What follows belongs to an exercise in optimizing a design on an open flow for small area and a short achievable clock period; a production flow would make more cautious choices. At most, simulation tests tie the RTL to the original design; equivalence was not proved. Power is estimated from default activity; no workload was simulated.

==> module quire_acc_writer, before the edit <==
module quire_acc_writer (
    input  logic                     clk,
    input  logic                     rst_n,
    input  logic                     in_valid,
    output logic                     in_ready,
    input  logic [63:0]              in_mag,
    input  logic                     in_sign,
    input  logic [8:0]               in_off,
    input  logic                     flush,
    output logic                     csa_enable,
    input  logic [1:0]               adr_even,
    input  logic [1:0]               adr_odd,
    output logic [79:0]              frac_even,
    output logic [79:0]              frac_odd,
    input  logic                     rd_finish,
    output logic                     busy,
    output logic                     ovf,
    output logic                     guard_full
);
    typedef enum logic [1:0] {ACCUM, FLUSH_WAIT, DRAIN, CLEAR} state_t;
    state_t        state_q, state_d;
    logic          in_ready_q;
    logic          csa_enable_q;
    logic          ovf_q;
    logic          s1_v_q;
    logic [63:0]   s1_rot_q;
    logic          s1_sign_q;
    logic [8:0]    s1_off_q;
    logic          s2_v_q;
    logic [63:0]   s2_eop_q, s2_oop_q;
    logic          s2_sign_q;
    logic          s2_ovchk_q;
    logic          s2_hnz_q;
    logic          s2_clr_q;
    logic [3:0]    s2_ers_q, s2_ors_q;
    logic [3:0]    s2_ersv_q, s2_orsv_q;   
    logic [3:0]    s2_ewe_q, s2_owe_q;
    logic [79:0]   even_q [4];
    logic [79:0]   odd_q  [4];
    logic [3:0]    elive_q, olive_q;
    logic [3:0]    elive_d, olive_d;
    logic          accept;
    logic [1:0]    ea, oa;
    logic [3:0]    ers, ors;
    logic [79:0]   e_rd, o_rd, e_sum, o_sum;
    logic          clr_d;
    assign accept = in_valid & in_ready_q;
    assign guard_full = 1'b0;
    always_comb begin
        state_d = state_q;
        case (state_q)
            ACCUM:      if (flush)     state_d = FLUSH_WAIT;
            FLUSH_WAIT: if (!s1_v_q)   state_d = DRAIN;
            DRAIN:      if (rd_finish) state_d = CLEAR;
            CLEAR:                     state_d = ACCUM;
            default:                   state_d = ACCUM;
        endcase
    end
    always_ff @(posedge clk or negedge rst_n) begin
        if (!rst_n) begin
            state_q      <= ACCUM;
            in_ready_q   <= 1'b1;
            csa_enable_q <= 1'b1;
            s1_v_q       <= 1'b0;
            s2_v_q       <= 1'b0;
            s2_clr_q     <= 1'b0;
            s2_ewe_q     <= '0;
            s2_owe_q     <= '0;
            s2_ovchk_q   <= 1'b0;
        end else begin
            state_q      <= state_d;
            in_ready_q   <= (state_d == ACCUM);
            csa_enable_q <= (state_d != DRAIN) && (state_d != CLEAR);
            s1_v_q       <= accept;
            s2_v_q       <= s1_v_q;
            s2_clr_q     <= clr_d;
            s2_ewe_q     <= s1_v_q ? ers : 4'h0;
            s2_owe_q     <= s1_v_q ? ors : 4'h0;
            s2_ovchk_q   <= s1_v_q && (s1_off_q[8:6] == 3'd7);
        end
    end
    assign clr_d = (state_d == CLEAR);
    logic [63:0] r0, r1, r2, r3, r4, rot_d, tm;
    assign r0 = in_off[0] ? {in_mag[62:0], in_mag[63]} : in_mag;
    assign r1 = in_off[1] ? {r0[61:0], r0[63:62]} : r0;
    assign r2 = in_off[2] ? {r1[59:0], r1[63:60]} : r1;
    assign r3 = in_off[3] ? {r2[55:0], r2[63:56]} : r2;
    assign r4 = in_off[4] ? {r3[47:0], r3[63:48]} : r3;
    assign rot_d = in_off[5] ? {r4[31:0], r4[63:32]} : r4;
    always_comb for (int i = 0; i < 64; i++) tm[i] = (i[5:0] >= s1_off_q[5:0]) ^ s1_off_q[6];
    assign oa = s1_off_q[8:7];
    assign ea = s1_off_q[8:7] + {1'b0, s1_off_q[6]};
    always_comb begin
        for (int i = 0; i < 4; i++) begin
            ors[i] = (oa == i[1:0]);
            ers[i] = (ea == i[1:0]) && (s1_off_q[8:6] != 3'd7);
        end
    end
    always_ff @(posedge clk) begin
        s1_rot_q  <= rot_d;
        s1_sign_q <= in_sign;
        s1_off_q  <= in_off;
        s2_sign_q <= s1_sign_q;
        s2_eop_q  <= (s1_rot_q & tm) ^ {64{s1_sign_q}};
        s2_oop_q  <= (s1_rot_q & ~tm) ^ {64{s1_sign_q}};
        s2_hnz_q  <= ((s1_rot_q & tm) != '0);
        s2_ers_q  <= ers & elive_d;
        s2_ors_q  <= ors & olive_d;
        s2_ersv_q <= ers & elive_d & {4{s1_v_q}};
        s2_orsv_q <= ors & olive_d & {4{s1_v_q}};
    end
    always_comb begin
        e_rd = '0;
        o_rd = '0;
        for (int i = 0; i < 4; i++) begin
            e_rd = e_rd | (even_q[i] & {80{s2_ers_q[i]}});
            o_rd = o_rd | (odd_q[i]  & {80{s2_ors_q[i]}});
        end
    end
    qaw_sklansky_add #(.W(80)) u_eadd (
        .a(e_rd), .b({{16{s2_sign_q}}, s2_eop_q}), .ci(s2_sign_q), .s(e_sum));
    qaw_sklansky_add #(.W(80)) u_oadd (
        .a(o_rd), .b({{16{s2_sign_q}}, s2_oop_q}), .ci(s2_sign_q), .s(o_sum));
    assign elive_d = s2_clr_q ? 4'h0 : (elive_q | s2_ewe_q);
    assign olive_d = s2_clr_q ? 4'h0 : (olive_q | s2_owe_q);
    always_ff @(posedge clk or negedge rst_n) begin
        if (!rst_n) begin
            ovf_q   <= 1'b0;
            elive_q <= 4'h0;
            olive_q <= 4'h0;
        end else begin
            if (s2_clr_q) ovf_q <= 1'b0;
            else if (s2_ovchk_q && s2_hnz_q) ovf_q <= 1'b1;
            elive_q <= elive_d;
            olive_q <= olive_d;
        end
    end
    always_ff @(posedge clk) begin
        for (int i = 0; i < 4; i++) begin
            if (s2_ewe_q[i]) even_q[i] <= e_sum;
            if (s2_owe_q[i]) odd_q[i]  <= o_sum;
        end
    end
    assign in_ready   = in_ready_q;
    assign csa_enable = csa_enable_q;
    assign ovf        = ovf_q;
    assign busy       = (state_q != ACCUM) || s1_v_q || s2_v_q;
    assign frac_even  = even_q[adr_even] & {80{elive_q[adr_even]}};
    assign frac_odd   = odd_q[adr_odd] & {80{olive_q[adr_odd]}};
endmodule
==> module qaw_sklansky_add, before the edit <==
module qaw_sklansky_add #(parameter int W = 80) (
    input  logic [W-1:0] a,
    input  logic [W-1:0] b,
    input  logic         ci,
    output logic [W-1:0] s
);
    localparam int L = 7;   
    logic [W-1:0] p0;
    logic [W-1:0] g [L+1];
    logic [W-1:0] p [L+1];
    assign p0 = a ^ b;
    always_comb begin
        g[0] = a & b;
        p[0] = p0;
        g[0][0] = (a[0] & b[0]) | (p0[0] & ci);
        for (int l = 0; l < L; l++) begin
            g[l+1] = g[l];
            p[l+1] = p[l];
            for (int i = 0; i < W; i++) begin
                if (((i >> l) & 1) == 1) begin
                    g[l+1][i] = g[l][i] | (p[l][i] & g[l][((i >> l) << l) - 1]);
                    p[l+1][i] = p[l][i] & p[l][((i >> l) << l) - 1];
                end
            end
        end
    end
    assign s = p0 ^ {g[L][W-2:0], ci};
endmodule
Settings: LEC_CHECK=0, CAP_MARGIN=20, CORE_MARGIN=2, CORE_UTILIZATION=65, CTS_BUF_LIST=sky130_fd_sc_hd__clkbuf_8, CTS_CLUSTER_DIAMETER=45, CTS_CLUSTER_SIZE=16, SETUP_SLACK_MARGIN=2.8, SLEW_MARGIN=20; clock period 7.0 ns.
standard.sh (not shown) runs the stock make flow with config.mk's settings and CLKGATE_MAP_FILE= SYNTH_SCRIPT=/design/flow/synth_recipe.tcl, a recipe that flattens the netlist after the stock synthesis.
==> flow/flow/run.sh <==
#!/bin/bash
# The standard layout, with plain buffers on the ports instead of the resizer's default pick,
# and a clock tree built from clkbuf_8 without dummy balancing loads.
set -euo pipefail
export BUFFER_PORTS_ARGS="-buffer_cell sky130_fd_sc_hd__buf_2"
export CTS_ARGS="-sink_clustering_enable -repair_clock_nets -dont_use_dummy_load -buf_list sky130_fd_sc_hd__clkbuf_8 -sink_clustering_size 16 -sink_clustering_max_diameter 45"
bash standard.sh > standard.log 2>&1
Rerun with:
--- a/flow/design.v
+++ b/flow/design.v
@@ -33,7 +33,9 @@
     logic          s2_hnz_q;
     logic          s2_clr_q;
     logic [3:0]    s2_ers_q, s2_ors_q;
-    logic [3:0]    s2_ersv_q, s2_orsv_q;   
+    logic [3:0]    s2_ersv_q, s2_orsv_q;
+    logic [3:0]    s2_ersn_q, s2_orsn_q;
+    logic [3:0]    s2_ersvn_q, s2_orsvn_q;
     logic [3:0]    s2_ewe_q, s2_owe_q;
     logic [79:0]   even_q [4];
     logic [79:0]   odd_q  [4];
@@ -108,19 +110,27 @@
         s2_ors_q  <= ors & olive_d;
         s2_ersv_q <= ers & elive_d & {4{s1_v_q}};
         s2_orsv_q <= ors & olive_d & {4{s1_v_q}};
+        s2_ersn_q  <= ~(ers & elive_d);
+        s2_orsn_q  <= ~(ors & olive_d);
+        s2_ersvn_q <= ~(ers & elive_d & {4{s1_v_q}});
+        s2_orsvn_q <= ~(ors & olive_d & {4{s1_v_q}});
     end
+    logic [79:0] e_sel [4];
+    logic [79:0] o_sel [4];
     always_comb begin
+        for (int i = 0; i < 4; i++) begin
+            e_sel[i] = {{20{~s2_ersvn_q[i]}}, {20{s2_ersv_q[i]}}, {20{~s2_ersn_q[i]}}, {20{s2_ers_q[i]}}};
+            o_sel[i] = {{20{~s2_orsvn_q[i]}}, {20{s2_orsv_q[i]}}, {20{~s2_orsn_q[i]}}, {20{s2_ors_q[i]}}};
+        end
         e_rd = '0;
         o_rd = '0;
         for (int i = 0; i < 4; i++) begin
-            e_rd = e_rd | (even_q[i] & {80{s2_ers_q[i]}});
-            o_rd = o_rd | (odd_q[i]  & {80{s2_ors_q[i]}});
+            e_rd = e_rd | (even_q[i] & e_sel[i]);
+            o_rd = o_rd | (odd_q[i]  & o_sel[i]);
         end
     end
-    qaw_sklansky_add #(.W(80)) u_eadd (
-        .a(e_rd), .b({{16{s2_sign_q}}, s2_eop_q}), .ci(s2_sign_q), .s(e_sum));
-    qaw_sklansky_add #(.W(80)) u_oadd (
-        .a(o_rd), .b({{16{s2_sign_q}}, s2_oop_q}), .ci(s2_sign_q), .s(o_sum));
+    assign e_sum = e_rd + {{16{s2_sign_q}}, s2_eop_q} + {79'b0, s2_sign_q};
+    assign o_sum = o_rd + {{16{s2_sign_q}}, s2_oop_q} + {79'b0, s2_sign_q};
     assign elive_d = s2_clr_q ? 4'h0 : (elive_q | s2_ewe_q);
     assign olive_d = s2_clr_q ? 4'h0 : (olive_q | s2_owe_q);
     always_ff @(posedge clk or negedge rst_n) begin
@@ -145,34 +155,15 @@
     assign csa_enable = csa_enable_q;
     assign ovf        = ovf_q;
     assign busy       = (state_q != ACCUM) || s1_v_q || s2_v_q;
-    assign frac_even  = even_q[adr_even] & {80{elive_q[adr_even]}};
-    assign frac_odd   = odd_q[adr_odd] & {80{olive_q[adr_odd]}};
-endmodule
-module qaw_sklansky_add #(parameter int W = 80) (
-    input  logic [W-1:0] a,
-    input  logic [W-1:0] b,
-    input  logic         ci,
-    output logic [W-1:0] s
-);
-    localparam int L = 7;   
-    logic [W-1:0] p0;
-    logic [W-1:0] g [L+1];
-    logic [W-1:0] p [L+1];
-    assign p0 = a ^ b;
+    logic [3:0] fe_sel, fo_sel;
     always_comb begin
-        g[0] = a & b;
-        p[0] = p0;
-        g[0][0] = (a[0] & b[0]) | (p0[0] & ci);
-        for (int l = 0; l < L; l++) begin
-            g[l+1] = g[l];
-            p[l+1] = p[l];
-            for (int i = 0; i < W; i++) begin
-                if (((i >> l) & 1) == 1) begin
-                    g[l+1][i] = g[l][i] | (p[l][i] & g[l][((i >> l) << l) - 1]);
-                    p[l+1][i] = p[l][i] & p[l][((i >> l) << l) - 1];
-                end
-            end
+        for (int i = 0; i < 4; i++) begin
+            fe_sel[i] = (adr_even == i[1:0]) & elive_q[i];
+            fo_sel[i] = (adr_odd == i[1:0]) & olive_q[i];
         end
     end
-    assign s = p0 ^ {g[L][W-2:0], ci};
+    assign frac_even = (even_q[0] & {80{fe_sel[0]}}) | (even_q[1] & {80{fe_sel[1]}}) |
+                       (even_q[2] & {80{fe_sel[2]}}) | (even_q[3] & {80{fe_sel[3]}});
+    assign frac_odd  = (odd_q[0] & {80{fo_sel[0]}}) | (odd_q[1] & {80{fo_sel[1]}}) |
+                       (odd_q[2] & {80{fo_sel[2]}}) | (odd_q[3] & {80{fo_sel[3]}});
 endmodule
What happened: Wire length went up by about 15%. Clock skew went down by 0.019 ns. Maximum frequency went down by 0.43%. Count of clock-buffer cells in the layout went down by 2. Die area went up by 6.0%. Total power went up by 1.9%. Hold slack gets better by 0.010 ns. Combinational power went up by about 6%. Cell area went up by 5.4%. Global-route usage went up by 3.3 points.
For the second run of this note, only the layout was checked, not whether the RTL still works.

[re-timing with driven ports]
In the flow no input, the clock included, has a driving cell. The finished layouts below were timed again as built, in two steps.
Step 1: set_driving_cell puts a clkbuf_16 on clk and a buf_2 on each other input, an assumption about the parent block.
Step 2, shift: input delay + t, output delay - t, t = (earliest + latest rising clock arrival at the registers) / 2. This alone moves slack from input paths to output paths.
Three values: ideal, step 1, step 2; two values: the first two.
run	t, ns	slack for setup (ns)	hold WS [ns]	worst slew at a driven data input, ns	cell pins on the clock port's net
the first run	0.746	2.808 / 2.722 / 2.722	0.431 / 0.431 / 0.431	0.16	1
the second run	0.750	2.790 / 2.775 / 2.532	0.441 / 0.441 / 0.441	0.16	1
After both steps setup and hold are still met in every run listed. For the second run, which loses most, drivers alone change the setup slack by -0.015 ns; drivers and shift together by -0.258 ns.
